From an optimization exercise on the open Yosys and OpenROAD flow, aimed at small area and a short achievable clock period; shortcuts taken in it are not production practice. Where RTL was checked, it was by simulation tests only, not by an equivalence proof against the original. No functional check of the RTL was part of run 2.

==> flow/design.v, too long to show whole: its modules and the start of the top module <==
// module pipeline_control: 18 lines
// module probability_stage: 56 lines
// module interval_update: 532 lines
// module renormalizer: 61 lines
// module arith_encoder: 78 lines
module arith_encoder #(
  parameter int SYMBOL_WIDTH = 4
) (
  input  logic                    general_clk,
  input  logic                    reset,
  input  logic                    in_valid,
  input  logic [15:0]             fl,
  input  logic [15:0]             fh,
  input  logic [SYMBOL_WIDTH-1:0] symbol,
  input  logic [SYMBOL_WIDTH:0]   nsyms,
  input  logic                    bool_mode,
  output logic                    out_valid,
  output logic [15:0]             range_out,
  output logic [23:0]             low_out,
  output logic [4:0]              cnt_out,
  output logic [1:0]              bit_flag,
  output logic [15:0]             out_bit_1,
  output logic [15:0]             out_bit_2
);
  // ...
==> flow/flow/run.sh <==
#!/bin/bash
# The standard layout with three changes: synthesis skips the quick ABC pass
# inside Yosys's synth (the final ABC mapping still runs), adders use Yosys's
# Sklansky carry network instead of Kogge-Stone, and the ports get the
# smallest buffer instead of the delay buffer that buffer_ports picks by
# default. All output goes to run_standard.log in this folder; ORFS keeps its
# own logs under orfs/logs.
set -euo pipefail
export SYNTH_ARGS="-noabc"
export SYNTH_OPERATIONS_ARGS="-extra-map +/choices/sklansky.v"
export BUFFER_PORTS_ARGS="-buffer_cell sky130_fd_sc_hd__buf_1"
bash standard.sh > run_standard.log 2>&1
==> flow/standard.sh <==
#!/bin/bash
# synth_recipe.tcl (not shown) runs the flow's synth.tcl, then flattens the netlist and writes it again
# the make line also repeats each setting of config.mk as NAME=value (left out here)
make -C /OpenROAD-flow-scripts/flow DESIGN_CONFIG=/design/flow/config.mk WORK_HOME=/design/flow/orfs CLKGATE_MAP_FILE= SYNTH_SCRIPT=/design/flow/synth_recipe.tcl "${@:-finish}"
==> flow/config.mk <==
export PLATFORM = sky130hd
export DESIGN_NAME = arith_encoder
export DESIGN_NICKNAME = arith_encoder
export VERILOG_FILES = /design/flow/design.v
export SDC_FILE = /design/flow/constraint.sdc
export NUM_CORES = 4
export LEC_CHECK = 0
export ABC_AREA = 1
export CAP_MARGIN = 20
export CORE_MARGIN = 2
export CORE_UTILIZATION = 50
export CTS_BUF_LIST = sky130_fd_sc_hd__clkbuf_8
export SETUP_SLACK_MARGIN = 2.9
export SLEW_MARGIN = 20
==> flow/constraint.sdc <==
create_clock -name core_clock -period 9.0 [get_ports {general_clk}]
set_input_delay 1.8000 -clock core_clock [delete_from_list [all_inputs] [get_ports {general_clk}]]
set_output_delay 1.8000 -clock core_clock [all_outputs]
set_load 0.01 [all_outputs]
==> results.sh, run 1 <==
export IMPL_ys_warn_count=4
export IMPL_syn_area_mm2=0.0123
export IMPL_port_buffers=110
export IMPL_antenna_cells=0
export IMPL_cp_num_buf_inv=5
export IMPL_top_usage_layer="met2"
export IMPL_cts_reportedPaths_clkPinSlew_ns=0.11
export IMPL_largest_reg_flops=24
export IMPL_yosys_cell_count_top_type="nand2_1"
export IMPL_grtUsageMet2_pct=45.8
export IMPL_vias=11000
export IMPL_design_seq_count=84
export IMPL_hpwl_mm=26.9
export IMPL_synth_cells=1716
export IMPL_status="timing/DRC/antenna clean"
export IMPL_initial_core_util_pct=50.7
export IMPL_final_common_cell="nand2_1"
export IMPL_dr_max_layer_used="met4"
export IMPL_synthToLayoutAreaGrowth_pct=9.38
export IMPL_fin_tns_setup_ns=0
export IMPL_place_congestion=0.857
export IMPL_buffers=146
export IMPL_drtPass1Iterations=5
export IMPL_hold_buffers=0
export IMPL_reg_top3="u_stage_3.sum_q x24, u_stage_2.range_q x16"
export IMPL_rrSetupSlack_ns=3.14
export IMPL_yosys_area_share_simple_pct=25.5
export IMPL_clk_path_buf_depth=2
==> module interval_update, before the edit <==
module interval_update (
  input  logic        general_clk,
  input  logic        reset,
  input  logic        p_x,
  input  logic        p_en,
  input  logic        p_z,
  input  logic        p_s,         
  input  logic [9:0]  p_m2n,       
  input  logic [5:0]  p_k,
  input  logic [9:0]  p_nn,        
  input  logic [4:0]  p_o2,
  output logic [15:0] range_q,
  output logic [3:0]  d_q,
  output logic [15:0] add_next
);
  logic [7:0]  r8;
  logic [16:0] sum2;
  logic [16:0] sum2n;
  logic [15:0] raw;
  logic [15:0] rn;
  assign r8 = range_q[15:8];
  assign rn = ~range_q;
  wire [7:0] r8n = rn[15:8];
  wire lt_1, lt_2;
  assign lt_1 = (r8[7] & ~p_m2n[0]) ^ (r8[6] & ~p_m2n[1]);
  assign lt_2 = (r8[7] & ~p_m2n[0]) & (r8[6] & ~p_m2n[1]);
  wire lt_3, lt_4;
  assign lt_3 = (r8[7] & ~p_m2n[1]) ^ (r8[6] & ~p_m2n[2]) ^ (r8[5] & ~p_m2n[3]);
  assign lt_4 = ((r8[7] & ~p_m2n[1]) & (r8[6] & ~p_m2n[2])) | ((r8[7] & ~p_m2n[1]) & (r8[5] & ~p_m2n[3])) | ((r8[6] & ~p_m2n[2]) & (r8[5] & ~p_m2n[3]));
  wire lt_5, lt_6;
  assign lt_5 = (r8[7] & ~p_m2n[2]) ^ (r8[6] & ~p_m2n[3]);
  assign lt_6 = (r8[7] & ~p_m2n[2]) & (r8[6] & ~p_m2n[3]);
  wire lt_7, lt_8;
  assign lt_7 = (r8[7] & ~p_m2n[3]) ^ (r8[6] & ~p_m2n[4]) ^ (r8[5] & ~p_m2n[5]);
  assign lt_8 = ((r8[7] & ~p_m2n[3]) & (r8[6] & ~p_m2n[4])) | ((r8[7] & ~p_m2n[3]) & (r8[5] & ~p_m2n[5])) | ((r8[6] & ~p_m2n[4]) & (r8[5] & ~p_m2n[5]));
  wire lt_9, lt_10;
  assign lt_9 = (r8[4] & ~p_m2n[0]) ^ (r8[3] & ~p_m2n[1]);
  assign lt_10 = (r8[4] & ~p_m2n[0]) & (r8[3] & ~p_m2n[1]);
  wire lt_11, lt_12;
  assign lt_11 = (r8[5] & ~p_m2n[0]) ^ (r8[4] & ~p_m2n[1]) ^ (r8[3] & ~p_m2n[2]);
  assign lt_12 = ((r8[5] & ~p_m2n[0]) & (r8[4] & ~p_m2n[1])) | ((r8[5] & ~p_m2n[0]) & (r8[3] & ~p_m2n[2])) | ((r8[4] & ~p_m2n[1]) & (r8[3] & ~p_m2n[2]));
  wire lt_13, lt_14;
  assign lt_13 = (r8[2] & ~p_m2n[3]) ^ (r8[1] & ~p_m2n[4]);
  assign lt_14 = (r8[2] & ~p_m2n[3]) & (r8[1] & ~p_m2n[4]);
  wire lt_15, lt_16;
  assign lt_15 = (r8[6] & ~p_m2n[0]) ^ (r8[5] & ~p_m2n[1]) ^ (r8[4] & ~p_m2n[2]);
  assign lt_16 = ((r8[6] & ~p_m2n[0]) & (r8[5] & ~p_m2n[1])) | ((r8[6] & ~p_m2n[0]) & (r8[4] & ~p_m2n[2])) | ((r8[5] & ~p_m2n[1]) & (r8[4] & ~p_m2n[2]));
  wire lt_17, lt_18;
  assign lt_17 = (r8[3] & ~p_m2n[3]) ^ (r8[2] & ~p_m2n[4]) ^ (r8[1] & ~p_m2n[5]);
  assign lt_18 = ((r8[3] & ~p_m2n[3]) & (r8[2] & ~p_m2n[4])) | ((r8[3] & ~p_m2n[3]) & (r8[1] & ~p_m2n[5])) | ((r8[2] & ~p_m2n[4]) & (r8[1] & ~p_m2n[5]));
  wire lt_19, lt_20;
  assign lt_19 = (r8[0] & ~p_m2n[6]) ^ (range_q[5] & p_x);
  assign lt_20 = (r8[0] & ~p_m2n[6]) & (range_q[5] & p_x);
  wire lt_21, lt_22;
  assign lt_21 = (r8[5] & ~p_m2n[2]) ^ (r8[4] & ~p_m2n[3]) ^ (r8[3] & ~p_m2n[4]);
  assign lt_22 = ((r8[5] & ~p_m2n[2]) & (r8[4] & ~p_m2n[3])) | ((r8[5] & ~p_m2n[2]) & (r8[3] & ~p_m2n[4])) | ((r8[4] & ~p_m2n[3]) & (r8[3] & ~p_m2n[4]));
  wire lt_23, lt_24;
  assign lt_23 = (r8[2] & ~p_m2n[5]) ^ (r8[1] & ~p_m2n[6]) ^ (r8[0] & ~p_m2n[7]);
  assign lt_24 = ((r8[2] & ~p_m2n[5]) & (r8[1] & ~p_m2n[6])) | ((r8[2] & ~p_m2n[5]) & (r8[0] & ~p_m2n[7])) | ((r8[1] & ~p_m2n[6]) & (r8[0] & ~p_m2n[7]));
  wire lt_25, lt_26;
  assign lt_25 = (range_q[6] & p_x) ^ p_k[4] ^ lt_1;
  assign lt_26 = ((range_q[6] & p_x) & p_k[4]) | ((range_q[6] & p_x) & lt_1) | (p_k[4] & lt_1);
  wire lt_27, lt_28;
  assign lt_27 = (r8[4] & ~p_m2n[4]) ^ (r8[3] & ~p_m2n[5]) ^ (r8[2] & ~p_m2n[6]);
  assign lt_28 = ((r8[4] & ~p_m2n[4]) & (r8[3] & ~p_m2n[5])) | ((r8[4] & ~p_m2n[4]) & (r8[2] & ~p_m2n[6])) | ((r8[3] & ~p_m2n[5]) & (r8[2] & ~p_m2n[6]));
  wire lt_29, lt_30;
  assign lt_29 = (r8[1] & ~p_m2n[7]) ^ (r8[0] & ~p_m2n[8]) ^ (range_q[7] & p_x);
  assign lt_30 = ((r8[1] & ~p_m2n[7]) & (r8[0] & ~p_m2n[8])) | ((r8[1] & ~p_m2n[7]) & (range_q[7] & p_x)) | ((r8[0] & ~p_m2n[8]) & (range_q[7] & p_x));
  wire lt_31, lt_32;
  assign lt_31 = p_k[5] ^ lt_3 ^ lt_2;
  assign lt_32 = (p_k[5] & lt_3) | (p_k[5] & lt_2) | (lt_3 & lt_2);
  wire lt_33, lt_34;
  assign lt_33 = (r8[5] & ~p_m2n[4]) ^ (r8[4] & ~p_m2n[5]) ^ (r8[3] & ~p_m2n[6]);
  assign lt_34 = ((r8[5] & ~p_m2n[4]) & (r8[4] & ~p_m2n[5])) | ((r8[5] & ~p_m2n[4]) & (r8[3] & ~p_m2n[6])) | ((r8[4] & ~p_m2n[5]) & (r8[3] & ~p_m2n[6]));
  wire lt_35, lt_36;
  assign lt_35 = (r8[2] & ~p_m2n[7]) ^ (r8[1] & ~p_m2n[8]) ^ (r8[0] & ~p_m2n[9]);
  assign lt_36 = ((r8[2] & ~p_m2n[7]) & (r8[1] & ~p_m2n[8])) | ((r8[2] & ~p_m2n[7]) & (r8[0] & ~p_m2n[9])) | ((r8[1] & ~p_m2n[8]) & (r8[0] & ~p_m2n[9]));
  wire lt_37, lt_38;
  assign lt_37 = p_k[5] ^ lt_5 ^ lt_4;
  assign lt_38 = (p_k[5] & lt_5) | (p_k[5] & lt_4) | (lt_5 & lt_4);
  wire lt_39, lt_40;
  assign lt_39 = (r8[4] & ~p_m2n[6]) ^ (r8[3] & ~p_m2n[7]) ^ (r8[2] & ~p_m2n[8]);
  assign lt_40 = ((r8[4] & ~p_m2n[6]) & (r8[3] & ~p_m2n[7])) | ((r8[4] & ~p_m2n[6]) & (r8[2] & ~p_m2n[8])) | ((r8[3] & ~p_m2n[7]) & (r8[2] & ~p_m2n[8]));
  wire lt_41, lt_42;
  assign lt_41 = (r8[1] & ~p_m2n[9]) ^ (p_s & r8n[0]) ^ p_s;
  assign lt_42 = ((r8[1] & ~p_m2n[9]) & (p_s & r8n[0])) | ((r8[1] & ~p_m2n[9]) & p_s) | ((p_s & r8n[0]) & p_s);
  wire lt_43, lt_44;
  assign lt_43 = p_k[5] ^ lt_7 ^ lt_6;
  assign lt_44 = (p_k[5] & lt_7) | (p_k[5] & lt_6) | (lt_7 & lt_6);
  wire lt_45, lt_46;
  assign lt_45 = (r8[7] & ~p_m2n[4]) ^ (r8[6] & ~p_m2n[5]) ^ (r8[5] & ~p_m2n[6]);
  assign lt_46 = ((r8[7] & ~p_m2n[4]) & (r8[6] & ~p_m2n[5])) | ((r8[7] & ~p_m2n[4]) & (r8[5] & ~p_m2n[6])) | ((r8[6] & ~p_m2n[5]) & (r8[5] & ~p_m2n[6]));
  wire lt_47, lt_48;
  assign lt_47 = (r8[4] & ~p_m2n[7]) ^ (r8[3] & ~p_m2n[8]) ^ (r8[2] & ~p_m2n[9]);
  assign lt_48 = ((r8[4] & ~p_m2n[7]) & (r8[3] & ~p_m2n[8])) | ((r8[4] & ~p_m2n[7]) & (r8[2] & ~p_m2n[9])) | ((r8[3] & ~p_m2n[8]) & (r8[2] & ~p_m2n[9]));
  wire lt_49, lt_50;
  assign lt_49 = (p_s & r8n[1]) ^ p_k[5] ^ lt_8;
  assign lt_50 = ((p_s & r8n[1]) & p_k[5]) | ((p_s & r8n[1]) & lt_8) | (p_k[5] & lt_8);
  wire lt_51, lt_52;
  assign lt_51 = (r8[7] & ~p_m2n[5]) ^ (r8[6] & ~p_m2n[6]) ^ (r8[5] & ~p_m2n[7]);
  assign lt_52 = ((r8[7] & ~p_m2n[5]) & (r8[6] & ~p_m2n[6])) | ((r8[7] & ~p_m2n[5]) & (r8[5] & ~p_m2n[7])) | ((r8[6] & ~p_m2n[6]) & (r8[5] & ~p_m2n[7]));
  wire lt_53, lt_54;
  assign lt_53 = (r8[4] & ~p_m2n[8]) ^ (r8[3] & ~p_m2n[9]) ^ (p_s & r8n[2]);
  assign lt_54 = ((r8[4] & ~p_m2n[8]) & (r8[3] & ~p_m2n[9])) | ((r8[4] & ~p_m2n[8]) & (p_s & r8n[2])) | ((r8[3] & ~p_m2n[9]) & (p_s & r8n[2]));
  wire lt_55, lt_56;
  assign lt_55 = (r8[7] & ~p_m2n[6]) ^ (r8[6] & ~p_m2n[7]) ^ (r8[5] & ~p_m2n[8]);
  assign lt_56 = ((r8[7] & ~p_m2n[6]) & (r8[6] & ~p_m2n[7])) | ((r8[7] & ~p_m2n[6]) & (r8[5] & ~p_m2n[8])) | ((r8[6] & ~p_m2n[7]) & (r8[5] & ~p_m2n[8]));
  wire lt_57, lt_58;
  assign lt_57 = (r8[3] & ~p_m2n[0]) ^ (r8[2] & ~p_m2n[1]) ^ (r8[1] & ~p_m2n[2]);
  assign lt_58 = ((r8[3] & ~p_m2n[0]) & (r8[2] & ~p_m2n[1])) | ((r8[3] & ~p_m2n[0]) & (r8[1] & ~p_m2n[2])) | ((r8[2] & ~p_m2n[1]) & (r8[1] & ~p_m2n[2]));
  wire lt_59, lt_60;
  assign lt_59 = (r8[2] & ~p_m2n[2]) ^ (r8[1] & ~p_m2n[3]) ^ (r8[0] & ~p_m2n[4]);
  assign lt_60 = ((r8[2] & ~p_m2n[2]) & (r8[1] & ~p_m2n[3])) | ((r8[2] & ~p_m2n[2]) & (r8[0] & ~p_m2n[4])) | ((r8[1] & ~p_m2n[3]) & (r8[0] & ~p_m2n[4]));
  wire lt_61, lt_62;
  assign lt_61 = (range_q[3] & p_x) ^ p_k[1];
  assign lt_62 = (range_q[3] & p_x) & p_k[1];
  wire lt_63, lt_64;
  assign lt_63 = (r8[0] & ~p_m2n[5]) ^ (range_q[4] & p_x) ^ p_k[2];
  assign lt_64 = ((r8[0] & ~p_m2n[5]) & (range_q[4] & p_x)) | ((r8[0] & ~p_m2n[5]) & p_k[2]) | ((range_q[4] & p_x) & p_k[2]);
  wire lt_65, lt_66;
  assign lt_65 = lt_11 ^ lt_13 ^ lt_10;
  assign lt_66 = (lt_11 & lt_13) | (lt_11 & lt_10) | (lt_13 & lt_10);
  wire lt_67, lt_68;
  assign lt_67 = p_k[3] ^ lt_15 ^ lt_17;
  assign lt_68 = (p_k[3] & lt_15) | (p_k[3] & lt_17) | (lt_15 & lt_17);
  wire lt_69, lt_70;
  assign lt_69 = lt_19 ^ lt_12 ^ lt_14;
  assign lt_70 = (lt_19 & lt_12) | (lt_19 & lt_14) | (lt_12 & lt_14);
  wire lt_71, lt_72;
  assign lt_71 = lt_21 ^ lt_23 ^ lt_25;
  assign lt_72 = (lt_21 & lt_23) | (lt_21 & lt_25) | (lt_23 & lt_25);
  wire lt_73, lt_74;
  assign lt_73 = lt_16 ^ lt_18 ^ lt_20;
  assign lt_74 = (lt_16 & lt_18) | (lt_16 & lt_20) | (lt_18 & lt_20);
  wire lt_75, lt_76;
  assign lt_75 = lt_27 ^ lt_29 ^ lt_31;
  assign lt_76 = (lt_27 & lt_29) | (lt_27 & lt_31) | (lt_29 & lt_31);
  wire lt_77, lt_78;
  assign lt_77 = lt_22 ^ lt_24 ^ lt_26;
  assign lt_78 = (lt_22 & lt_24) | (lt_22 & lt_26) | (lt_24 & lt_26);
  wire lt_79, lt_80;
  assign lt_79 = lt_33 ^ lt_35 ^ lt_37;
  assign lt_80 = (lt_33 & lt_35) | (lt_33 & lt_37) | (lt_35 & lt_37);
  wire lt_81, lt_82;
  assign lt_81 = lt_28 ^ lt_30 ^ lt_32;
  assign lt_82 = (lt_28 & lt_30) | (lt_28 & lt_32) | (lt_30 & lt_32);
  wire lt_83, lt_84;
  assign lt_83 = lt_39 ^ lt_41 ^ lt_43;
  assign lt_84 = (lt_39 & lt_41) | (lt_39 & lt_43) | (lt_41 & lt_43);
  wire lt_85, lt_86;
  assign lt_85 = lt_34 ^ lt_36 ^ lt_38;
  assign lt_86 = (lt_34 & lt_36) | (lt_34 & lt_38) | (lt_36 & lt_38);
  wire lt_87, lt_88;
  assign lt_87 = lt_45 ^ lt_47 ^ lt_49;
  assign lt_88 = (lt_45 & lt_47) | (lt_45 & lt_49) | (lt_47 & lt_49);
  wire lt_89, lt_90;
  assign lt_89 = lt_40 ^ lt_42 ^ lt_44;
  assign lt_90 = (lt_40 & lt_42) | (lt_40 & lt_44) | (lt_42 & lt_44);
  wire lt_91, lt_92;
  assign lt_91 = p_k[5] ^ lt_51 ^ lt_53;
  assign lt_92 = (p_k[5] & lt_51) | (p_k[5] & lt_53) | (lt_51 & lt_53);
  wire lt_93, lt_94;
  assign lt_93 = lt_46 ^ lt_48 ^ lt_50;
  assign lt_94 = (lt_46 & lt_48) | (lt_46 & lt_50) | (lt_48 & lt_50);
  wire lt_95, lt_96;
  assign lt_95 = (r8[4] & ~p_m2n[9]) ^ (p_s & r8n[3]) ^ p_k[5];
  assign lt_96 = ((r8[4] & ~p_m2n[9]) & (p_s & r8n[3])) | ((r8[4] & ~p_m2n[9]) & p_k[5]) | ((p_s & r8n[3]) & p_k[5]);
  wire lt_97, lt_98;
  assign lt_97 = lt_55 ^ lt_52 ^ lt_54;
  assign lt_98 = (lt_55 & lt_52) | (lt_55 & lt_54) | (lt_52 & lt_54);
  wire lt_99, lt_100;
  assign lt_99 = (r8[7] & ~p_m2n[7]) ^ (r8[6] & ~p_m2n[8]) ^ (r8[5] & ~p_m2n[9]);
  assign lt_100 = ((r8[7] & ~p_m2n[7]) & (r8[6] & ~p_m2n[8])) | ((r8[7] & ~p_m2n[7]) & (r8[5] & ~p_m2n[9])) | ((r8[6] & ~p_m2n[8]) & (r8[5] & ~p_m2n[9]));
  wire lt_101, lt_102;
  assign lt_101 = (p_s & r8n[4]) ^ p_k[5] ^ lt_56;
  assign lt_102 = ((p_s & r8n[4]) & p_k[5]) | ((p_s & r8n[4]) & lt_56) | (p_k[5] & lt_56);
  wire lt_103, lt_104;
  assign lt_103 = (r8[7] & ~p_m2n[8]) ^ (r8[6] & ~p_m2n[9]) ^ (p_s & r8n[5]);
  assign lt_104 = ((r8[7] & ~p_m2n[8]) & (r8[6] & ~p_m2n[9])) | ((r8[7] & ~p_m2n[8]) & (p_s & r8n[5])) | ((r8[6] & ~p_m2n[9]) & (p_s & r8n[5]));
  wire lt_105, lt_106;
  assign lt_105 = (r8[1] & ~p_m2n[0]) ^ (r8[0] & ~p_m2n[1]);
  assign lt_106 = (r8[1] & ~p_m2n[0]) & (r8[0] & ~p_m2n[1]);
  wire lt_107, lt_108;
  assign lt_107 = (r8[2] & ~p_m2n[0]) ^ (r8[1] & ~p_m2n[1]) ^ (r8[0] & ~p_m2n[2]);
  assign lt_108 = ((r8[2] & ~p_m2n[0]) & (r8[1] & ~p_m2n[1])) | ((r8[2] & ~p_m2n[0]) & (r8[0] & ~p_m2n[2])) | ((r8[1] & ~p_m2n[1]) & (r8[0] & ~p_m2n[2]));
  wire lt_109, lt_110;
  assign lt_109 = (r8[0] & ~p_m2n[3]) ^ (range_q[2] & p_x) ^ p_k[0];
  assign lt_110 = ((r8[0] & ~p_m2n[3]) & (range_q[2] & p_x)) | ((r8[0] & ~p_m2n[3]) & p_k[0]) | ((range_q[2] & p_x) & p_k[0]);
  wire lt_111, lt_112;
  assign lt_111 = lt_9 ^ lt_59 ^ lt_61;
  assign lt_112 = (lt_9 & lt_59) | (lt_9 & lt_61) | (lt_59 & lt_61);
  wire lt_113, lt_114;
  assign lt_113 = lt_63 ^ lt_65 ^ lt_60;
  assign lt_114 = (lt_63 & lt_65) | (lt_63 & lt_60) | (lt_65 & lt_60);
  wire lt_115, lt_116;
  assign lt_115 = lt_67 ^ lt_69 ^ lt_64;
  assign lt_116 = (lt_67 & lt_69) | (lt_67 & lt_64) | (lt_69 & lt_64);
  wire lt_117, lt_118;
  assign lt_117 = lt_71 ^ lt_73 ^ lt_68;
  assign lt_118 = (lt_71 & lt_73) | (lt_71 & lt_68) | (lt_73 & lt_68);
  wire lt_119, lt_120;
  assign lt_119 = lt_75 ^ lt_77 ^ lt_72;
  assign lt_120 = (lt_75 & lt_77) | (lt_75 & lt_72) | (lt_77 & lt_72);
  wire lt_121, lt_122;
  assign lt_121 = lt_79 ^ lt_81 ^ lt_76;
  assign lt_122 = (lt_79 & lt_81) | (lt_79 & lt_76) | (lt_81 & lt_76);
  wire lt_123, lt_124;
  assign lt_123 = lt_83 ^ lt_85 ^ lt_80;
  assign lt_124 = (lt_83 & lt_85) | (lt_83 & lt_80) | (lt_85 & lt_80);
  wire lt_125, lt_126;
  assign lt_125 = lt_87 ^ lt_89 ^ lt_84;
  assign lt_126 = (lt_87 & lt_89) | (lt_87 & lt_84) | (lt_89 & lt_84);
  wire lt_127, lt_128;
  assign lt_127 = lt_91 ^ lt_93 ^ lt_88;
  assign lt_128 = (lt_91 & lt_93) | (lt_91 & lt_88) | (lt_93 & lt_88);
  wire lt_129, lt_130;
  assign lt_129 = lt_95 ^ lt_97 ^ lt_92;
  assign lt_130 = (lt_95 & lt_97) | (lt_95 & lt_92) | (lt_97 & lt_92);
  wire lt_131, lt_132;
  assign lt_131 = lt_99 ^ lt_101 ^ lt_96;
  assign lt_132 = (lt_99 & lt_101) | (lt_99 & lt_96) | (lt_101 & lt_96);
  wire lt_133, lt_134;
  assign lt_133 = p_k[5] ^ lt_103 ^ lt_100;
  assign lt_134 = (p_k[5] & lt_103) | (p_k[5] & lt_100) | (lt_103 & lt_100);
  wire lt_135, lt_136;
  assign lt_135 = (r8[7] & ~p_m2n[9]) ^ (p_s & r8n[6]) ^ p_k[5];
  assign lt_136 = ((r8[7] & ~p_m2n[9]) & (p_s & r8n[6])) | ((r8[7] & ~p_m2n[9]) & p_k[5]) | ((p_s & r8n[6]) & p_k[5]);
  wire lt_137, lt_138;
  assign lt_137 = (range_q[0] & p_x) ^ (p_en & r8[0]);
  assign lt_138 = (range_q[0] & p_x) & (p_en & r8[0]);
  wire lt_139, lt_140;
  assign lt_139 = (range_q[1] & p_x) ^ lt_107 ^ lt_106;
  assign lt_140 = ((range_q[1] & p_x) & lt_107) | ((range_q[1] & p_x) & lt_106) | (lt_107 & lt_106);
  wire lt_141, lt_142;
  assign lt_141 = lt_57 ^ lt_109 ^ lt_108;
  assign lt_142 = (lt_57 & lt_109) | (lt_57 & lt_108) | (lt_109 & lt_108);
  wire lt_143, lt_144;
  assign lt_143 = lt_58 ^ lt_111 ^ lt_110;
  assign lt_144 = (lt_58 & lt_111) | (lt_58 & lt_110) | (lt_111 & lt_110);
  wire lt_145, lt_146;
  assign lt_145 = lt_62 ^ lt_113 ^ lt_112;
  assign lt_146 = (lt_62 & lt_113) | (lt_62 & lt_112) | (lt_113 & lt_112);
  wire lt_147, lt_148;
  assign lt_147 = lt_66 ^ lt_115 ^ lt_114;
  assign lt_148 = (lt_66 & lt_115) | (lt_66 & lt_114) | (lt_115 & lt_114);
  wire lt_149, lt_150;
  assign lt_149 = lt_70 ^ lt_117 ^ lt_116;
  assign lt_150 = (lt_70 & lt_117) | (lt_70 & lt_116) | (lt_117 & lt_116);
  wire lt_151, lt_152;
  assign lt_151 = lt_74 ^ lt_119 ^ lt_118;
  assign lt_152 = (lt_74 & lt_119) | (lt_74 & lt_118) | (lt_119 & lt_118);
  wire lt_153, lt_154;
  assign lt_153 = lt_78 ^ lt_121 ^ lt_120;
  assign lt_154 = (lt_78 & lt_121) | (lt_78 & lt_120) | (lt_121 & lt_120);
  wire lt_155, lt_156;
  assign lt_155 = lt_82 ^ lt_123 ^ lt_122;
  assign lt_156 = (lt_82 & lt_123) | (lt_82 & lt_122) | (lt_123 & lt_122);
  wire lt_157, lt_158;
  assign lt_157 = lt_86 ^ lt_125 ^ lt_124;
  assign lt_158 = (lt_86 & lt_125) | (lt_86 & lt_124) | (lt_125 & lt_124);
  wire lt_159, lt_160;
  assign lt_159 = lt_90 ^ lt_127 ^ lt_126;
  assign lt_160 = (lt_90 & lt_127) | (lt_90 & lt_126) | (lt_127 & lt_126);
  wire lt_161, lt_162;
  assign lt_161 = lt_94 ^ lt_129 ^ lt_128;
  assign lt_162 = (lt_94 & lt_129) | (lt_94 & lt_128) | (lt_129 & lt_128);
  wire lt_163, lt_164;
  assign lt_163 = lt_98 ^ lt_131 ^ lt_130;
  assign lt_164 = (lt_98 & lt_131) | (lt_98 & lt_130) | (lt_131 & lt_130);
  wire lt_165, lt_166;
  assign lt_165 = lt_102 ^ lt_133 ^ lt_132;
  assign lt_166 = (lt_102 & lt_133) | (lt_102 & lt_132) | (lt_133 & lt_132);
  wire lt_167, lt_168;
  assign lt_167 = lt_104 ^ lt_135 ^ lt_134;
  assign lt_168 = (lt_104 & lt_135) | (lt_104 & lt_134) | (lt_135 & lt_134);
  wire [16:0] lt_a, lt_b;
  assign lt_a = {lt_167, lt_165, lt_163, lt_161, lt_159, lt_157, lt_155, lt_153, lt_151, lt_149, lt_147, lt_145, lt_143, lt_141, lt_139, lt_105, 1'b0};
  assign lt_b = {lt_166, lt_164, lt_162, lt_160, lt_158, lt_156, lt_154, lt_152, lt_150, lt_148, lt_146, lt_144, lt_142, lt_140, lt_138, lt_137, 1'b0};
  assign sum2 = lt_a + lt_b;
  assign raw  = sum2[16:1];
  wire at_1, at_2;
  assign at_1 = rn[6] ^ p_o2[4];
  assign at_2 = rn[6] & p_o2[4];
  wire at_3, at_4;
  assign at_3 = rn[7] ^ (r8[7] & ~p_nn[1]);
  assign at_4 = rn[7] & (r8[7] & ~p_nn[1]);
  wire at_5, at_6;
  assign at_5 = rn[8] ^ (r8[7] & ~p_nn[2]);
  assign at_6 = rn[8] & (r8[7] & ~p_nn[2]);
  wire at_7, at_8;
  assign at_7 = rn[3] ^ p_o2[1];
  assign at_8 = rn[3] & p_o2[1];
  wire at_9, at_10;
  assign at_9 = rn[4] ^ p_o2[2] ^ (r8[5] & ~p_nn[0]);
  assign at_10 = (rn[4] & p_o2[2]) | (rn[4] & (r8[5] & ~p_nn[0])) | (p_o2[2] & (r8[5] & ~p_nn[0]));
  wire at_11, at_12;
  assign at_11 = (r8[4] & ~p_nn[1]) ^ (r8[3] & ~p_nn[2]);
  assign at_12 = (r8[4] & ~p_nn[1]) & (r8[3] & ~p_nn[2]);
  wire at_13, at_14;
  assign at_13 = rn[5] ^ p_o2[3] ^ (r8[6] & ~p_nn[0]);
  assign at_14 = (rn[5] & p_o2[3]) | (rn[5] & (r8[6] & ~p_nn[0])) | (p_o2[3] & (r8[6] & ~p_nn[0]));
  wire at_15, at_16;
  assign at_15 = (r8[5] & ~p_nn[1]) ^ (r8[4] & ~p_nn[2]) ^ (r8[3] & ~p_nn[3]);
  assign at_16 = ((r8[5] & ~p_nn[1]) & (r8[4] & ~p_nn[2])) | ((r8[5] & ~p_nn[1]) & (r8[3] & ~p_nn[3])) | ((r8[4] & ~p_nn[2]) & (r8[3] & ~p_nn[3]));
  wire at_17, at_18;
  assign at_17 = (r8[2] & ~p_nn[4]) ^ (r8[1] & ~p_nn[5]);
  assign at_18 = (r8[2] & ~p_nn[4]) & (r8[1] & ~p_nn[5]);
  wire at_19, at_20;
  assign at_19 = (r8[7] & ~p_nn[0]) ^ (r8[6] & ~p_nn[1]) ^ (r8[5] & ~p_nn[2]);
  assign at_20 = ((r8[7] & ~p_nn[0]) & (r8[6] & ~p_nn[1])) | ((r8[7] & ~p_nn[0]) & (r8[5] & ~p_nn[2])) | ((r8[6] & ~p_nn[1]) & (r8[5] & ~p_nn[2]));
  wire at_21, at_22;
  assign at_21 = (r8[4] & ~p_nn[3]) ^ (r8[3] & ~p_nn[4]) ^ (r8[2] & ~p_nn[5]);
  assign at_22 = ((r8[4] & ~p_nn[3]) & (r8[3] & ~p_nn[4])) | ((r8[4] & ~p_nn[3]) & (r8[2] & ~p_nn[5])) | ((r8[3] & ~p_nn[4]) & (r8[2] & ~p_nn[5]));
  wire at_23, at_24;
  assign at_23 = (r8[1] & ~p_nn[6]) ^ (r8[0] & ~p_nn[7]) ^ at_1;
  assign at_24 = ((r8[1] & ~p_nn[6]) & (r8[0] & ~p_nn[7])) | ((r8[1] & ~p_nn[6]) & at_1) | ((r8[0] & ~p_nn[7]) & at_1);
  wire at_25, at_26;
  assign at_25 = (r8[6] & ~p_nn[2]) ^ (r8[5] & ~p_nn[3]) ^ (r8[4] & ~p_nn[4]);
  assign at_26 = ((r8[6] & ~p_nn[2]) & (r8[5] & ~p_nn[3])) | ((r8[6] & ~p_nn[2]) & (r8[4] & ~p_nn[4])) | ((r8[5] & ~p_nn[3]) & (r8[4] & ~p_nn[4]));
  wire at_27, at_28;
  assign at_27 = (r8[3] & ~p_nn[5]) ^ (r8[2] & ~p_nn[6]) ^ (r8[1] & ~p_nn[7]);
  assign at_28 = ((r8[3] & ~p_nn[5]) & (r8[2] & ~p_nn[6])) | ((r8[3] & ~p_nn[5]) & (r8[1] & ~p_nn[7])) | ((r8[2] & ~p_nn[6]) & (r8[1] & ~p_nn[7]));
  wire at_29, at_30;
  assign at_29 = (r8[0] & ~p_nn[8]) ^ at_3 ^ at_2;
  assign at_30 = ((r8[0] & ~p_nn[8]) & at_3) | ((r8[0] & ~p_nn[8]) & at_2) | (at_3 & at_2);
  wire at_31, at_32;
  assign at_31 = (r8[6] & ~p_nn[3]) ^ (r8[5] & ~p_nn[4]) ^ (r8[4] & ~p_nn[5]);
  assign at_32 = ((r8[6] & ~p_nn[3]) & (r8[5] & ~p_nn[4])) | ((r8[6] & ~p_nn[3]) & (r8[4] & ~p_nn[5])) | ((r8[5] & ~p_nn[4]) & (r8[4] & ~p_nn[5]));
  wire at_33, at_34;
  assign at_33 = (r8[3] & ~p_nn[6]) ^ (r8[2] & ~p_nn[7]) ^ (r8[1] & ~p_nn[8]);
  assign at_34 = ((r8[3] & ~p_nn[6]) & (r8[2] & ~p_nn[7])) | ((r8[3] & ~p_nn[6]) & (r8[1] & ~p_nn[8])) | ((r8[2] & ~p_nn[7]) & (r8[1] & ~p_nn[8]));
  wire at_35, at_36;
  assign at_35 = (r8[0] & ~p_nn[9]) ^ at_5 ^ at_4;
  assign at_36 = ((r8[0] & ~p_nn[9]) & at_5) | ((r8[0] & ~p_nn[9]) & at_4) | (at_5 & at_4);
  wire at_37, at_38;
  assign at_37 = rn[9] ^ (r8[7] & ~p_nn[3]) ^ (r8[6] & ~p_nn[4]);
  assign at_38 = (rn[9] & (r8[7] & ~p_nn[3])) | (rn[9] & (r8[6] & ~p_nn[4])) | ((r8[7] & ~p_nn[3]) & (r8[6] & ~p_nn[4]));
  wire at_39, at_40;
  assign at_39 = (r8[5] & ~p_nn[5]) ^ (r8[4] & ~p_nn[6]) ^ (r8[3] & ~p_nn[7]);
  assign at_40 = ((r8[5] & ~p_nn[5]) & (r8[4] & ~p_nn[6])) | ((r8[5] & ~p_nn[5]) & (r8[3] & ~p_nn[7])) | ((r8[4] & ~p_nn[6]) & (r8[3] & ~p_nn[7]));
  wire at_41, at_42;
  assign at_41 = (r8[2] & ~p_nn[8]) ^ (r8[1] & ~p_nn[9]) ^ at_6;
  assign at_42 = ((r8[2] & ~p_nn[8]) & (r8[1] & ~p_nn[9])) | ((r8[2] & ~p_nn[8]) & at_6) | ((r8[1] & ~p_nn[9]) & at_6);
  wire at_43, at_44;
  assign at_43 = rn[10] ^ (r8[7] & ~p_nn[4]) ^ (r8[6] & ~p_nn[5]);
  assign at_44 = (rn[10] & (r8[7] & ~p_nn[4])) | (rn[10] & (r8[6] & ~p_nn[5])) | ((r8[7] & ~p_nn[4]) & (r8[6] & ~p_nn[5]));
  wire at_45, at_46;
  assign at_45 = (r8[5] & ~p_nn[6]) ^ (r8[4] & ~p_nn[7]) ^ (r8[3] & ~p_nn[8]);
  assign at_46 = ((r8[5] & ~p_nn[6]) & (r8[4] & ~p_nn[7])) | ((r8[5] & ~p_nn[6]) & (r8[3] & ~p_nn[8])) | ((r8[4] & ~p_nn[7]) & (r8[3] & ~p_nn[8]));
  wire at_47, at_48;
  assign at_47 = rn[11] ^ (r8[7] & ~p_nn[5]) ^ (r8[6] & ~p_nn[6]);
  assign at_48 = (rn[11] & (r8[7] & ~p_nn[5])) | (rn[11] & (r8[6] & ~p_nn[6])) | ((r8[7] & ~p_nn[5]) & (r8[6] & ~p_nn[6]));
  wire at_49, at_50;
  assign at_49 = rn[2] ^ p_o2[0] ^ (r8[3] & ~p_nn[0]);
  assign at_50 = (rn[2] & p_o2[0]) | (rn[2] & (r8[3] & ~p_nn[0])) | (p_o2[0] & (r8[3] & ~p_nn[0]));
  wire at_51, at_52;
  assign at_51 = (r8[4] & ~p_nn[0]) ^ (r8[3] & ~p_nn[1]) ^ (r8[2] & ~p_nn[2]);
  assign at_52 = ((r8[4] & ~p_nn[0]) & (r8[3] & ~p_nn[1])) | ((r8[4] & ~p_nn[0]) & (r8[2] & ~p_nn[2])) | ((r8[3] & ~p_nn[1]) & (r8[2] & ~p_nn[2]));
  wire at_53, at_54;
  assign at_53 = (r8[1] & ~p_nn[3]) ^ (r8[0] & ~p_nn[4]);
  assign at_54 = (r8[1] & ~p_nn[3]) & (r8[0] & ~p_nn[4]);
  wire at_55, at_56;
  assign at_55 = (r8[2] & ~p_nn[3]) ^ (r8[1] & ~p_nn[4]) ^ (r8[0] & ~p_nn[5]);
  assign at_56 = ((r8[2] & ~p_nn[3]) & (r8[1] & ~p_nn[4])) | ((r8[2] & ~p_nn[3]) & (r8[0] & ~p_nn[5])) | ((r8[1] & ~p_nn[4]) & (r8[0] & ~p_nn[5]));
  wire at_57, at_58;
  assign at_57 = at_9 ^ at_11 ^ at_8;
  assign at_58 = (at_9 & at_11) | (at_9 & at_8) | (at_11 & at_8);
  wire at_59, at_60;
  assign at_59 = (r8[0] & ~p_nn[6]) ^ at_13 ^ at_15;
  assign at_60 = ((r8[0] & ~p_nn[6]) & at_13) | ((r8[0] & ~p_nn[6]) & at_15) | (at_13 & at_15);
  wire at_61, at_62;
  assign at_61 = at_17 ^ at_10 ^ at_12;
  assign at_62 = (at_17 & at_10) | (at_17 & at_12) | (at_10 & at_12);
  wire at_63, at_64;
  assign at_63 = at_19 ^ at_21 ^ at_23;
  assign at_64 = (at_19 & at_21) | (at_19 & at_23) | (at_21 & at_23);
  wire at_65, at_66;
  assign at_65 = at_14 ^ at_16 ^ at_18;
  assign at_66 = (at_14 & at_16) | (at_14 & at_18) | (at_16 & at_18);
  wire at_67, at_68;
  assign at_67 = at_25 ^ at_27 ^ at_29;
  assign at_68 = (at_25 & at_27) | (at_25 & at_29) | (at_27 & at_29);
  wire at_69, at_70;
  assign at_69 = at_20 ^ at_22 ^ at_24;
  assign at_70 = (at_20 & at_22) | (at_20 & at_24) | (at_22 & at_24);
  wire at_71, at_72;
  assign at_71 = at_31 ^ at_33 ^ at_35;
  assign at_72 = (at_31 & at_33) | (at_31 & at_35) | (at_33 & at_35);
  wire at_73, at_74;
  assign at_73 = at_26 ^ at_28 ^ at_30;
  assign at_74 = (at_26 & at_28) | (at_26 & at_30) | (at_28 & at_30);
  wire at_75, at_76;
  assign at_75 = at_37 ^ at_39 ^ at_41;
  assign at_76 = (at_37 & at_39) | (at_37 & at_41) | (at_39 & at_41);
  wire at_77, at_78;
  assign at_77 = at_32 ^ at_34 ^ at_36;
  assign at_78 = (at_32 & at_34) | (at_32 & at_36) | (at_34 & at_36);
  wire at_79, at_80;
  assign at_79 = (r8[2] & ~p_nn[9]) ^ at_43 ^ at_45;
  assign at_80 = ((r8[2] & ~p_nn[9]) & at_43) | ((r8[2] & ~p_nn[9]) & at_45) | (at_43 & at_45);
  wire at_81, at_82;
  assign at_81 = at_38 ^ at_40 ^ at_42;
  assign at_82 = (at_38 & at_40) | (at_38 & at_42) | (at_40 & at_42);
  wire at_83, at_84;
  assign at_83 = (r8[5] & ~p_nn[7]) ^ (r8[4] & ~p_nn[8]) ^ (r8[3] & ~p_nn[9]);
  assign at_84 = ((r8[5] & ~p_nn[7]) & (r8[4] & ~p_nn[8])) | ((r8[5] & ~p_nn[7]) & (r8[3] & ~p_nn[9])) | ((r8[4] & ~p_nn[8]) & (r8[3] & ~p_nn[9]));
  wire at_85, at_86;
  assign at_85 = at_47 ^ at_44 ^ at_46;
  assign at_86 = (at_47 & at_44) | (at_47 & at_46) | (at_44 & at_46);
  wire at_87, at_88;
  assign at_87 = rn[12] ^ (r8[7] & ~p_nn[6]) ^ (r8[6] & ~p_nn[7]);
  assign at_88 = (rn[12] & (r8[7] & ~p_nn[6])) | (rn[12] & (r8[6] & ~p_nn[7])) | ((r8[7] & ~p_nn[6]) & (r8[6] & ~p_nn[7]));
  wire at_89, at_90;
  assign at_89 = (r8[5] & ~p_nn[8]) ^ (r8[4] & ~p_nn[9]) ^ at_48;
  assign at_90 = ((r8[5] & ~p_nn[8]) & (r8[4] & ~p_nn[9])) | ((r8[5] & ~p_nn[8]) & at_48) | ((r8[4] & ~p_nn[9]) & at_48);
  wire at_91, at_92;
  assign at_91 = rn[13] ^ (r8[7] & ~p_nn[7]) ^ (r8[6] & ~p_nn[8]);
  assign at_92 = (rn[13] & (r8[7] & ~p_nn[7])) | (rn[13] & (r8[6] & ~p_nn[8])) | ((r8[7] & ~p_nn[7]) & (r8[6] & ~p_nn[8]));
  wire at_93, at_94;
  assign at_93 = rn[1] ^ (r8[2] & ~p_nn[0]);
  assign at_94 = rn[1] & (r8[2] & ~p_nn[0]);
  wire at_95, at_96;
  assign at_95 = (r8[2] & ~p_nn[1]) ^ (r8[1] & ~p_nn[2]) ^ (r8[0] & ~p_nn[3]);
  assign at_96 = ((r8[2] & ~p_nn[1]) & (r8[1] & ~p_nn[2])) | ((r8[2] & ~p_nn[1]) & (r8[0] & ~p_nn[3])) | ((r8[1] & ~p_nn[2]) & (r8[0] & ~p_nn[3]));
  wire at_97, at_98;
  assign at_97 = at_7 ^ at_51 ^ at_53;
  assign at_98 = (at_7 & at_51) | (at_7 & at_53) | (at_51 & at_53);
  wire at_99, at_100;
  assign at_99 = at_55 ^ at_57 ^ at_52;
  assign at_100 = (at_55 & at_57) | (at_55 & at_52) | (at_57 & at_52);
  wire at_101, at_102;
  assign at_101 = at_59 ^ at_61 ^ at_56;
  assign at_102 = (at_59 & at_61) | (at_59 & at_56) | (at_61 & at_56);
  wire at_103, at_104;
  assign at_103 = at_63 ^ at_65 ^ at_60;
  assign at_104 = (at_63 & at_65) | (at_63 & at_60) | (at_65 & at_60);
  wire at_105, at_106;
  assign at_105 = at_67 ^ at_69 ^ at_64;
  assign at_106 = (at_67 & at_69) | (at_67 & at_64) | (at_69 & at_64);
  wire at_107, at_108;
  assign at_107 = at_71 ^ at_73 ^ at_68;
  assign at_108 = (at_71 & at_73) | (at_71 & at_68) | (at_73 & at_68);
  wire at_109, at_110;
  assign at_109 = at_75 ^ at_77 ^ at_72;
  assign at_110 = (at_75 & at_77) | (at_75 & at_72) | (at_77 & at_72);
  wire at_111, at_112;
  assign at_111 = at_79 ^ at_81 ^ at_76;
  assign at_112 = (at_79 & at_81) | (at_79 & at_76) | (at_81 & at_76);
  wire at_113, at_114;
  assign at_113 = at_83 ^ at_85 ^ at_80;
  assign at_114 = (at_83 & at_85) | (at_83 & at_80) | (at_85 & at_80);
  wire at_115, at_116;
  assign at_115 = at_87 ^ at_89 ^ at_84;
  assign at_116 = (at_87 & at_89) | (at_87 & at_84) | (at_89 & at_84);
  wire at_117, at_118;
  assign at_117 = (r8[5] & ~p_nn[9]) ^ at_91 ^ at_88;
  assign at_118 = ((r8[5] & ~p_nn[9]) & at_91) | ((r8[5] & ~p_nn[9]) & at_88) | (at_91 & at_88);
  wire at_119, at_120;
  assign at_119 = rn[14] ^ (r8[7] & ~p_nn[8]) ^ (r8[6] & ~p_nn[9]);
  assign at_120 = (rn[14] & (r8[7] & ~p_nn[8])) | (rn[14] & (r8[6] & ~p_nn[9])) | ((r8[7] & ~p_nn[8]) & (r8[6] & ~p_nn[9]));
  wire at_121, at_122;
  assign at_121 = rn[0] ^ (r8[1] & ~p_nn[0]);
  assign at_122 = rn[0] & (r8[1] & ~p_nn[0]);
  wire at_123, at_124;
  assign at_123 = (r8[1] & ~p_nn[1]) ^ (r8[0] & ~p_nn[2]) ^ at_93;
  assign at_124 = ((r8[1] & ~p_nn[1]) & (r8[0] & ~p_nn[2])) | ((r8[1] & ~p_nn[1]) & at_93) | ((r8[0] & ~p_nn[2]) & at_93);
  wire at_125, at_126;
  assign at_125 = at_49 ^ at_95 ^ at_94;
  assign at_126 = (at_49 & at_95) | (at_49 & at_94) | (at_95 & at_94);
  wire at_127, at_128;
  assign at_127 = at_50 ^ at_97 ^ at_96;
  assign at_128 = (at_50 & at_97) | (at_50 & at_96) | (at_97 & at_96);
  wire at_129, at_130;
  assign at_129 = at_54 ^ at_99 ^ at_98;
  assign at_130 = (at_54 & at_99) | (at_54 & at_98) | (at_99 & at_98);
  wire at_131, at_132;
  assign at_131 = at_58 ^ at_101 ^ at_100;
  assign at_132 = (at_58 & at_101) | (at_58 & at_100) | (at_101 & at_100);
  wire at_133, at_134;
  assign at_133 = at_62 ^ at_103 ^ at_102;
  assign at_134 = (at_62 & at_103) | (at_62 & at_102) | (at_103 & at_102);
  wire at_135, at_136;
  assign at_135 = at_66 ^ at_105 ^ at_104;
  assign at_136 = (at_66 & at_105) | (at_66 & at_104) | (at_105 & at_104);
  wire at_137, at_138;
  assign at_137 = at_70 ^ at_107 ^ at_106;
  assign at_138 = (at_70 & at_107) | (at_70 & at_106) | (at_107 & at_106);
  wire at_139, at_140;
  assign at_139 = at_74 ^ at_109 ^ at_108;
  assign at_140 = (at_74 & at_109) | (at_74 & at_108) | (at_109 & at_108);
  wire at_141, at_142;
  assign at_141 = at_78 ^ at_111 ^ at_110;
  assign at_142 = (at_78 & at_111) | (at_78 & at_110) | (at_111 & at_110);
  wire at_143, at_144;
  assign at_143 = at_82 ^ at_113 ^ at_112;
  assign at_144 = (at_82 & at_113) | (at_82 & at_112) | (at_113 & at_112);
  wire at_145, at_146;
  assign at_145 = at_86 ^ at_115 ^ at_114;
  assign at_146 = (at_86 & at_115) | (at_86 & at_114) | (at_115 & at_114);
  wire at_147, at_148;
  assign at_147 = at_90 ^ at_117 ^ at_116;
  assign at_148 = (at_90 & at_117) | (at_90 & at_116) | (at_117 & at_116);
  wire at_149, at_150;
  assign at_149 = at_92 ^ at_119 ^ at_118;
  assign at_150 = (at_92 & at_119) | (at_92 & at_118) | (at_119 & at_118);
  wire at_151, at_152;
  assign at_151 = rn[15] ^ (r8[7] & ~p_nn[9]) ^ at_120;
  assign at_152 = (rn[15] & (r8[7] & ~p_nn[9])) | (rn[15] & at_120) | ((r8[7] & ~p_nn[9]) & at_120);
  wire [16:0] at_a, at_b;
  assign at_a = {at_151, at_149, at_147, at_145, at_143, at_141, at_139, at_137, at_135, at_133, at_131, at_129, at_127, at_125, at_123, (r8[0] & ~p_nn[1]), 1'b0};
  assign at_b = {at_150, at_148, at_146, at_144, at_142, at_140, at_138, at_136, at_134, at_132, at_130, at_128, at_126, at_124, at_122, at_121, 1'b0};
  assign sum2n    = at_a + at_b;
  assign add_next = ~(sum2n[16:1] | {16{p_z}});
  logic        z8, z4, z2, z1, raw_zero;
  logic [15:0] t1, t2, t3, range_next;
  logic [3:0]  d_next;
  assign z8 = ~|raw[15:8];
  assign t1 = z8 ? {raw[7:0], 8'd0} : raw;
  assign z4 = ~|t1[15:12];
  assign t2 = z4 ? {t1[11:0], 4'd0} : t1;
  assign z2 = ~|t2[15:14];
  assign t3 = z2 ? {t2[13:0], 2'd0} : t2;
  assign z1 = ~t3[15];
  assign range_next = z1 ? {t3[14:0], 1'b0} : t3;
  assign raw_zero = ~|raw;
  assign d_next = (raw_zero | reset) ? 4'd0 : {z8, z4, z2, z1};
  always_ff @(posedge general_clk) begin
    if (reset) range_q <= 16'd32768;
    else       range_q <= range_next;
    d_q <= d_next;
  end
endmodule
==> run 2, diff against run 1 <==
--- a/flow/design.v
+++ b/flow/design.v
@@ -355,4 +355,5 @@
   assign lt_b = {lt_166, lt_164, lt_162, lt_160, lt_158, lt_156, lt_154, lt_152, lt_150, lt_148, lt_146, lt_144, lt_142, lt_140, lt_138, lt_137, 1'b0};
-  assign sum2 = lt_a + lt_b;
-  assign raw  = sum2[16:1];
+  logic [16:0] ks_s;
+  ks_add16 u_loop_add (.a(lt_a[16:1]), .b(lt_b[16:1]), .s(ks_s));
+  assign raw = ks_s[15:0];
   wire at_1, at_2;
@@ -588,4 +589,4 @@
   assign at_b = {at_150, at_148, at_146, at_144, at_142, at_140, at_138, at_136, at_134, at_132, at_130, at_128, at_126, at_124, at_122, at_121, 1'b0};
-  assign sum2n    = at_a + at_b;
-  assign add_next = ~(sum2n[16:1] | {16{p_z}});
+  ks_add16 u_add_add (.a(at_a[16:1]), .b(at_b[16:1]), .s(sum2n));
+  assign add_next = ~(sum2n[15:0] | {16{p_z}});
   logic        z8, z4, z2, z1, raw_zero;
@@ -609,2 +610,71 @@
 endmodule
+module ks_add16(input [15:0] a, input [15:0] b, output [16:0] s);
+ wire [15:0] g0 = a & b; wire [15:0] p0 = a ^ b;
+ wire g_1 = g0[1] | (p0[1] & g0[0]); wire p_1 = p0[1] & p0[0];
+ wire g_2 = g0[2] | (p0[2] & g0[1]); wire p_2 = p0[2] & p0[1];
+ wire g_3 = g0[3] | (p0[3] & g0[2]); wire p_3 = p0[3] & p0[2];
+ wire g_4 = g0[4] | (p0[4] & g0[3]); wire p_4 = p0[4] & p0[3];
+ wire g_5 = g0[5] | (p0[5] & g0[4]); wire p_5 = p0[5] & p0[4];
+ wire g_6 = g0[6] | (p0[6] & g0[5]); wire p_6 = p0[6] & p0[5];
+ wire g_7 = g0[7] | (p0[7] & g0[6]); wire p_7 = p0[7] & p0[6];
+ wire g_8 = g0[8] | (p0[8] & g0[7]); wire p_8 = p0[8] & p0[7];
+ wire g_9 = g0[9] | (p0[9] & g0[8]); wire p_9 = p0[9] & p0[8];
+ wire g_10 = g0[10] | (p0[10] & g0[9]); wire p_10 = p0[10] & p0[9];
+ wire g_11 = g0[11] | (p0[11] & g0[10]); wire p_11 = p0[11] & p0[10];
+ wire g_12 = g0[12] | (p0[12] & g0[11]); wire p_12 = p0[12] & p0[11];
+ wire g_13 = g0[13] | (p0[13] & g0[12]); wire p_13 = p0[13] & p0[12];
+ wire g_14 = g0[14] | (p0[14] & g0[13]); wire p_14 = p0[14] & p0[13];
+ wire g_15 = g0[15] | (p0[15] & g0[14]); wire p_15 = p0[15] & p0[14];
+ wire g_16 = g_2 | (p_2 & g0[0]); wire p_16 = p_2 & p0[0];
+ wire g_17 = g_3 | (p_3 & g_1); wire p_17 = p_3 & p_1;
+ wire g_18 = g_4 | (p_4 & g_2); wire p_18 = p_4 & p_2;
+ wire g_19 = g_5 | (p_5 & g_3); wire p_19 = p_5 & p_3;
+ wire g_20 = g_6 | (p_6 & g_4); wire p_20 = p_6 & p_4;
+ wire g_21 = g_7 | (p_7 & g_5); wire p_21 = p_7 & p_5;
+ wire g_22 = g_8 | (p_8 & g_6); wire p_22 = p_8 & p_6;
+ wire g_23 = g_9 | (p_9 & g_7); wire p_23 = p_9 & p_7;
+ wire g_24 = g_10 | (p_10 & g_8); wire p_24 = p_10 & p_8;
+ wire g_25 = g_11 | (p_11 & g_9); wire p_25 = p_11 & p_9;
+ wire g_26 = g_12 | (p_12 & g_10); wire p_26 = p_12 & p_10;
+ wire g_27 = g_13 | (p_13 & g_11); wire p_27 = p_13 & p_11;
+ wire g_28 = g_14 | (p_14 & g_12); wire p_28 = p_14 & p_12;
+ wire g_29 = g_15 | (p_15 & g_13); wire p_29 = p_15 & p_13;
+ wire g_30 = g_18 | (p_18 & g0[0]); wire p_30 = p_18 & p0[0];
+ wire g_31 = g_19 | (p_19 & g_1); wire p_31 = p_19 & p_1;
+ wire g_32 = g_20 | (p_20 & g_16); wire p_32 = p_20 & p_16;
+ wire g_33 = g_21 | (p_21 & g_17); wire p_33 = p_21 & p_17;
+ wire g_34 = g_22 | (p_22 & g_18); wire p_34 = p_22 & p_18;
+ wire g_35 = g_23 | (p_23 & g_19); wire p_35 = p_23 & p_19;
+ wire g_36 = g_24 | (p_24 & g_20); wire p_36 = p_24 & p_20;
+ wire g_37 = g_25 | (p_25 & g_21); wire p_37 = p_25 & p_21;
+ wire g_38 = g_26 | (p_26 & g_22); wire p_38 = p_26 & p_22;
+ wire g_39 = g_27 | (p_27 & g_23); wire p_39 = p_27 & p_23;
+ wire g_40 = g_28 | (p_28 & g_24); wire p_40 = p_28 & p_24;
+ wire g_41 = g_29 | (p_29 & g_25); wire p_41 = p_29 & p_25;
+ wire g_42 = g_34 | (p_34 & g0[0]); wire p_42 = p_34 & p0[0];
+ wire g_43 = g_35 | (p_35 & g_1); wire p_43 = p_35 & p_1;
+ wire g_44 = g_36 | (p_36 & g_16); wire p_44 = p_36 & p_16;
+ wire g_45 = g_37 | (p_37 & g_17); wire p_45 = p_37 & p_17;
+ wire g_46 = g_38 | (p_38 & g_30); wire p_46 = p_38 & p_30;
+ wire g_47 = g_39 | (p_39 & g_31); wire p_47 = p_39 & p_31;
+ wire g_48 = g_40 | (p_40 & g_32); wire p_48 = p_40 & p_32;
+ wire g_49 = g_41 | (p_41 & g_33); wire p_49 = p_41 & p_33;
+ assign s[0] = p0[0];
+ assign s[1] = p0[1] ^ g0[0];
+ assign s[2] = p0[2] ^ g_1;
+ assign s[3] = p0[3] ^ g_16;
+ assign s[4] = p0[4] ^ g_17;
+ assign s[5] = p0[5] ^ g_30;
+ assign s[6] = p0[6] ^ g_31;
+ assign s[7] = p0[7] ^ g_32;
+ assign s[8] = p0[8] ^ g_33;
+ assign s[9] = p0[9] ^ g_42;
+ assign s[10] = p0[10] ^ g_43;
+ assign s[11] = p0[11] ^ g_44;
+ assign s[12] = p0[12] ^ g_45;
+ assign s[13] = p0[13] ^ g_46;
+ assign s[14] = p0[14] ^ g_47;
+ assign s[15] = p0[15] ^ g_48;
+ assign s[16] = g_49;
+endmodule
 `timescale 1ns/1ps
--- a/flow/config.mk
+++ b/flow/config.mk
@@ -10,5 +10,5 @@
 export CORE_MARGIN = 2
-export CORE_UTILIZATION = 50
+export CORE_UTILIZATION = 40
 export CTS_BUF_LIST = sky130_fd_sc_hd__clkbuf_8
-export SETUP_SLACK_MARGIN = 2.9
+export SETUP_SLACK_MARGIN = 3.0
 export SLEW_MARGIN = 20
==> run 2 against run 1 <==
Against the previous run: die area is 28% higher; design area rose by 4.2%; largest cell class unchanged.
==> results.sh, run 2 <==
export IMPL_status="timing/DRC/antenna clean"
export IMPL_place_congestion=0.911
export IMPL_top_register="u_stage_3.sum_q"
export IMPL_cp_startpoint="u_stage_2.range_q[15]$_SDFF_PP1_"
export IMPL_whs_path_depth=2
export IMPL_cts_tree="done"
export IMPL_reg_top3="u_stage_3.sum_q x24, u_stage_2.range_q x16"
export IMPL_ys_top_cells_by_area="fa_1, nand2_1, dfxtp_1, ha_1, nor2_1"
export IMPL_wl_per_cell_um=16.0
export IMPL_critPathRequiredTime_ns=9.34
export IMPL_critPathArrivalTime_ns=6.16
export IMPL_rows=65
export IMPL_cts_sinks=84
export IMPL_min_from="u_control.v1$_SDFF_PP0_"
export IMPL_hpwl_mm=28.9
export IMPL_layout_common_cells="nand2_1, nor2_1, inv_1, o21ai_0, fa_1"
export IMPL_worst_setup_path_start_kind="flip-flop"
export IMPL_fmax_mhz=172
export IMPL_worstMarginPinSlew_ns=0.904
export IMPL_totalWireLength_mm=36.9
export IMPL_synth_edff_count=0
export IMPL_syn_area_mm2=0.0127
export IMPL_drc=0
export IMPL_die_x_um=182
export IMPL_core_area_mm2=0.0314
export IMPL_hold_path_end="u_control.v2$_SDFF_PP0_"
export IMPL_yosys_cell_count_top_type="nand2_1"
export IMPL_fin_tns_setup_ns=0
export IMPL_synth_flop_cell="dfxtp_1"
export IMPL_numCtsBuffers=9
export IMPL_cpMostUsedCell="fa_1"
export IMPL_synthToLayoutAreaGrowth_pct=10.7
export IMPL_final_hold_viol_count=0
export IMPL_clk_path_buf_depth=2
export IMPL_dpl_cell_area_mm2=0.0131
export IMPL_grt_max_degree=47
export IMPL_fin_area_mm2=0.0140
export IMPL_slowest_delay_ns=0.57
export IMPL_crit_slowest_cell="fa_1"
export IMPL_r2r_start="u_stage_2.range_q[15]$_SDFF_PP1_"
export IMPL_cts_reportedPaths_clkPinSlew_ns=0.11
export IMPL_seq_area_mm2=0.00172
export IMPL_nNetsFinal=2186
export IMPL_regToRegEndpoint="u_stage_3.sum_q[22]$_SDFF_PP0_"
export IMPL_gr_total_overflow=0
export IMPL_port_buffers=110
export IMPL_die_height_um=182
export IMPL_finalCriticalPeriod_ns=5.81
export IMPL_synthTopCellsByCount="nand2_1, nor2_1, inv_1, o21ai_0, fa_1"
export IMPL_synth_seq_cells=84
export IMPL_clk_latency_ns=0.40
export IMPL_final_common_cell="nand2_1"
export IMPL_drtPass1Iterations=5
export IMPL_grt_pass1_wl_mm=58.7
export IMPL_rrSetupSlack_ns=3.19
export IMPL_reg2regPathDepth=28
export IMPL_timing_final_crit_share_pct=64.6
export IMPL_hp_class="flip-flop to flip-flop"
export IMPL_gr_usage_all_layers_pct=22.4
export IMPL_cts_root_buf="clkbuf_8"
export IMPL_maxCapViolations=0
export IMPL_endpoint_kind="flip-flop"
export IMPL_ant_nets=0
export IMPL_crit_family="adder cells"
export IMPL_antenna_found_initial=0
export IMPL_drv_slew=0
export IMPL_antenna_cells=0
export IMPL_vias=11700
export IMPL_n_fill_cell=3275
export IMPL_multi_input_area_mm2=0.00980
export IMPL_synth_cells=1829
export IMPL_initial_core_util_pct=40.3
export IMPL_grt_pass1_vias=11400
export IMPL_synth_top_cell_by_area="fa_1"
export IMPL_final_setup_viol_count=0
export IMPL_synth_top_cell_area_share_pct=24.4
export IMPL_h_tree_depth=3
export IMPL_detail_route_iter0_violations=769
export IMPL_ys_seq_area_share_pct=13.3
export IMPL_ys_warn_count=4
export IMPL_drive_above_1_share_pct=8.64
export IMPL_largest_reg_flops=24
export IMPL_die_area_mm2=0.0331
export IMPL_synth_area_per_cell_um2=6.92
export IMPL_slew_headroom_pct=39.6
export IMPL_fin_worst_skew_ns=0.0220
export IMPL_ios=125
export IMPL_vias_per_cell=5.08
export IMPL_synth_cell_type_count=48
export IMPL_critPathKind="flip-flop to flip-flop"
export IMPL_crit_path_max_fanout=5
export IMPL_async_flop_share_pct=0
export IMPL_rsz0062_at_grt="yes"
export IMPL_cp_num_buf_inv=3
[run 2: cell types whose count changed in the layout (fill, tap and decap cells not counted), sizes merged, moves of 5 or more]
cell	change
inv	+38
nand2	+35
o21ai	+13
a21oi	+11
nor2	+8
buf	-6
fa	-6
nand3	+6
nand4	+5
[run 2: cell type report]
class                      count  share of cell area, %
timing repair buffer         140                   4.85
tap                          402                   3.59
clock buffer                   9                  0.884
multi-input combinational   1389                   70.0
inverter                     265                   7.52
timing repair inverter         4                  0.161
clock inverter                 7                  0.759
sequential                    84                   12.3
[run 2: worst min-delay path: stages, from the launching register on]
cell     delay [ns]
dfxtp_1        0.34
inv_1          0.05
nor2_1         0.04
[run 2: routing by layer]
metal	global-route usage (%)	vias up	wire, um
met3	4.17	49	2070
met2	39.5	341	18100
met5	0	-	0
met1	28.4	5521	15900
li1	-	5776	-
met4	5.55	0	762
[run 2: timing repair]
action                                  CTS  global route
hold buffers                              0             0
pin swaps                                 2            36
endpoints found under the setup margin   36            32
buffers inserted                         10            17
gates resized for setup                  37            73
gates cloned                              3             1
[run 2: how the worst max path moves through the flow]
stage	slack, ns	end	depth (start not counted)
after floorplan	3.31	u_stage_2.range_q[10]$_SDFF_PP0_	30
after global placement	2.09	u_stage_3.sum_q[22]$_SDFF_PP0_	27
after detailed placement	2.02	u_stage_3.sum_q[22]$_SDFF_PP0_	27
after CTS	3.04	u_stage_2.range_q[14]$_SDFF_PP0_	27
after global routing	2.92	u_stage_3.sum_q[22]$_SDFF_PP0_	28
final	3.19	u_stage_3.sum_q[22]$_SDFF_PP0_	28
[run 2: kinds of logic (layout without fill, tap and decap cells)]
kind of cell	Yosys count	in the layout	synth area share, %
XOR/XNOR	25	25	1.73
buffers and inverters	363	425	11.8
other	1	8	0.0296
AND/OR/NAND/NOR	818	818	26.6
adder cells (fa/ha/maj)	248	248	33.6
flip-flops	84	84	13.3
multiplexers	17	17	1.34
AO/OA/AOI/OAI	273	273	11.6
[run 2: metrics by stage]
| stage | util [%] | hold WS (ns) | setup slack [ns] | cells |
|---|---|---|---|---|
| after CTS | 43.2 | 0.451 | 3.04 | 2282 |
| after global routing | 44.6 | 0.477 | 2.92 | 2300 |
| after floorplan | - | 0.388 | 3.31 | 1836 |
| after detailed placement | 41.8 | 0.445 | 2.02 | 2253 |
| final | 44.6 | 0.457 | 3.19 | 2300 |
| after global placement | 41.8 | 0.454 | 2.09 | 2253 |

-- what the ideal ports hide --
The flow's constraints put no driver on any port. The routed layouts listed below were extracted and timed again, unchanged, in two steps.
Step 1, drivers: a clkbuf_16 drives general_clk and a buf_2 each remaining input, both assumed.
Step 2 times the ports against the registers' clock, not the clock port: input delays grow and output delays shrink by t, the midpoint of the rising clock arrivals with the driver on.
Slacks: no drivers / after step 1 / after step 2; pairs: no drivers / after step 1.
run | t, ns | setup WS [ns] | worst hold slack (ns) | worst setup path at the end | worst register clock-pin slew, ns
run 1 | 0.435 | 3.140 / 3.140 / 2.871 | 0.409 / 0.409 / 0.409 | input to register | 0.11 / 0.11
run 2 | 0.426 | 3.186 / 3.186 / 2.991 | 0.457 / 0.457 / 0.457 | input to register | 0.11 / 0.11
After both steps every run listed still meets setup and hold. The setup slack of run 1, which loses most, moves by 0.000 ns with the drivers and by -0.269 ns with both steps.
